Context: an optimization exercise on an open-source flow, tuned for small area, a short achievable clock period and few clock cycles. The choices shown serve that exercise and are no tape-out recipe. In this exercise RTL edits were held to simulation tests only and were not proved equivalent to the original. Power figures rest on the tool's default switching activity, not on a simulated workload.

## run A
// fir_filter_streaming
module fir_filter_streaming
#(
   parameter int TAPS = 8
)
(
   input  logic                clock,
   input  logic                reset,
   input  logic                req_valid,
   output logic                req_stall,
   input  logic signed [15:0]  req_sample,
   output logic                rsp_valid,
   input  logic                rsp_stall,
   output logic signed [34:0]  rsp_filtered,
   input  logic                csr_write_en,
   input  logic [7:0]          csr_index,
   input  logic signed [15:0]  csr_wdata
);
Size: roughly 5,700 cells after synthesis, roughly 750 flip-flops.
export LEC_CHECK = 0
export ABC_AREA = 1
export CAP_MARGIN = 20
export CORE_MARGIN = 2
export CORE_UTILIZATION = 50
export SETUP_SLACK_MARGIN = 4.5
export SLEW_MARGIN = 20
export SYNTH_HIERARCHICAL = 1
export SYNTH_MINIMUM_KEEP_SIZE = 0
export BUFFER_PORTS_ARGS = -buffer_cell sky130_fd_sc_hd__buf_4
create_clock -name core_clock -period 8.0 [get_ports {clock}]
standard.sh (not shown) runs the stock make flow with config.mk's settings and CLKGATE_MAP_FILE= SYNTH_SCRIPT=/design/flow/synth_recipe.tcl, a recipe that flattens the netlist after the stock synthesis.
==> flow/flow/run.sh <==
#!/bin/bash
# The standard layout (the standard.sh, synthesis included, unchanged),
# except that buffer_ports is told to buffer each input and output port with a
# sky130_fd_sc_hd__buf_4 instead of the slow delay buffer it picks by default.
# Every port still gets its own buffer.
set -o pipefail
echo 'export BUFFER_PORTS_ARGS = -buffer_cell sky130_fd_sc_hd__buf_4' >> config.mk
export BUFFER_PORTS_ARGS="-buffer_cell sky130_fd_sc_hd__buf_4"
bash standard.sh > standard.log 2>&1
status=$?
cp config.mk config_used.mk
exit $status
Run A: full flow OK, the timing, DRC and antenna checks passed
Testbench counts of run A, summed over its fixed seeds: cycles 16,024.
#### Input delta (run B over run A)
- a change of SETUP_SLACK_MARGIN from 4.5 to 4.4
[summary]
Per the final summary, run B finished and its layout is clean on timing, DRC and antenna.
Compared with run A, in run B number of buffers inserted during clock tree synthesis moved up, wire length of the first global-routing pass level, setup slack moved down.
A first element of the critical path of w4_q[16] is what run A shows, while hist1_q[15] belongs to run B.
Here is what was changed in the inputs of run C compared with run B.
- changing SETUP_SLACK_MARGIN from 4.4 to 4.5
- removing BUFFER_PORTS_ARGS (formerly -buffer_cell sky130_fd_sc_hd__buf_4)
==> flow/run.sh (new file) <==
#!/bin/bash
# synth_recipe.tcl (not shown) runs the flow's synth.tcl, then flattens the netlist and writes it again
# the make line also repeats each setting of config.mk as NAME=value (left out here)
make -C /OpenROAD-flow-scripts/flow DESIGN_CONFIG=/design/flow/config.mk WORK_HOME=/design/flow/orfs CLKGATE_MAP_FILE= SYNTH_SCRIPT=/design/flow/synth_recipe.tcl finish
removed: flow/flow/run.sh
removed: flow/standard.sh
[summary]
Diff run B -> run C: non-clock buffer count moved up, final cell count moved up, clock power moved up.
--- input diff run C..run D ---
- swapping 50 for 55 in CORE_UTILIZATION
- putting BUFFER_PORTS_ARGS at -buffer_cell sky130_fd_sc_hd__buf_4 where nothing was set
==> flow/flow/run.sh (new file) <==
#!/bin/bash
# The standard layout (the standard.sh, synthesis included, unchanged),
# except that buffer_ports is told to buffer each input and output port with a
# sky130_fd_sc_hd__buf_4 instead of the slow delay buffer it picks by default.
# Every port still gets its own buffer.
set -o pipefail
echo 'export BUFFER_PORTS_ARGS = -buffer_cell sky130_fd_sc_hd__buf_4' >> config.mk
export BUFFER_PORTS_ARGS="-buffer_cell sky130_fd_sc_hd__buf_4"
bash standard.sh > standard.log 2>&1
status=$?
cp config.mk config_used.mk
exit $status
==> flow/standard.sh (new file) <==
#!/bin/bash
# synth_recipe.tcl (not shown) runs the flow's synth.tcl, then flattens the netlist and writes it again
# the make line also repeats each setting of config.mk as NAME=value (left out here)
make -C /OpenROAD-flow-scripts/flow DESIGN_CONFIG=/design/flow/config.mk WORK_HOME=/design/flow/orfs CLKGATE_MAP_FILE= SYNTH_SCRIPT=/design/flow/synth_recipe.tcl "${@:-finish}"
removed: flow/run.sh
Findings:
Compared with run C, in run D initial antenna violation count decreased by 6 relative to the old numbers, floorplan die height shrank by 4.6%.
Against run C as the reference, run D delivers a higher total track usage.
Summary of run D over run C: synthesis-to-layout area growth saw a decrease, placed instance area fell 0.85%.
Against run C, run D reports a depth of the worst register-to-register path that is higher.

==> re-timing with driven ports <==
How much do the figures lean on ideal ports? The routed layouts below were timed once more, with nothing changed but the port constraints. Step 1, drivers: a clkbuf_16 drives clock and a buf_2 each remaining input, both assumed. Step 2 moves the port delays by t, midway between the first and last clock arrival at a register: inputs arrive t later, outputs are due t later. That takes back most of the time a late clock gives input paths. Slacks: ideal / step 1 / step 2; pairs: ideal / step 1.
run | t, ns | slack for setup (ns) | worst hold slack (ns) | cell pins on the clock port's net
run A | 0.802 | 4.390 / 4.390 / 3.645 | 0.427 / 0.427 / 0.427 | 1
run B | 0.816 | 4.324 / 4.324 / 3.647 | 0.423 / 0.423 / 0.423 | 1
run C | 0.820 | 4.233 / 4.233 / 3.725 | 0.426 / 0.426 / 0.426 | 1
run D | 0.805 | 4.427 / 4.424 / 3.742 | 0.436 / 0.436 / 0.436 | 1
After both steps setup and hold are still met in every run listed. For run A, which loses most, drivers alone change the setup slack by 0.000 ns; drivers and shift together by -0.745 ns.
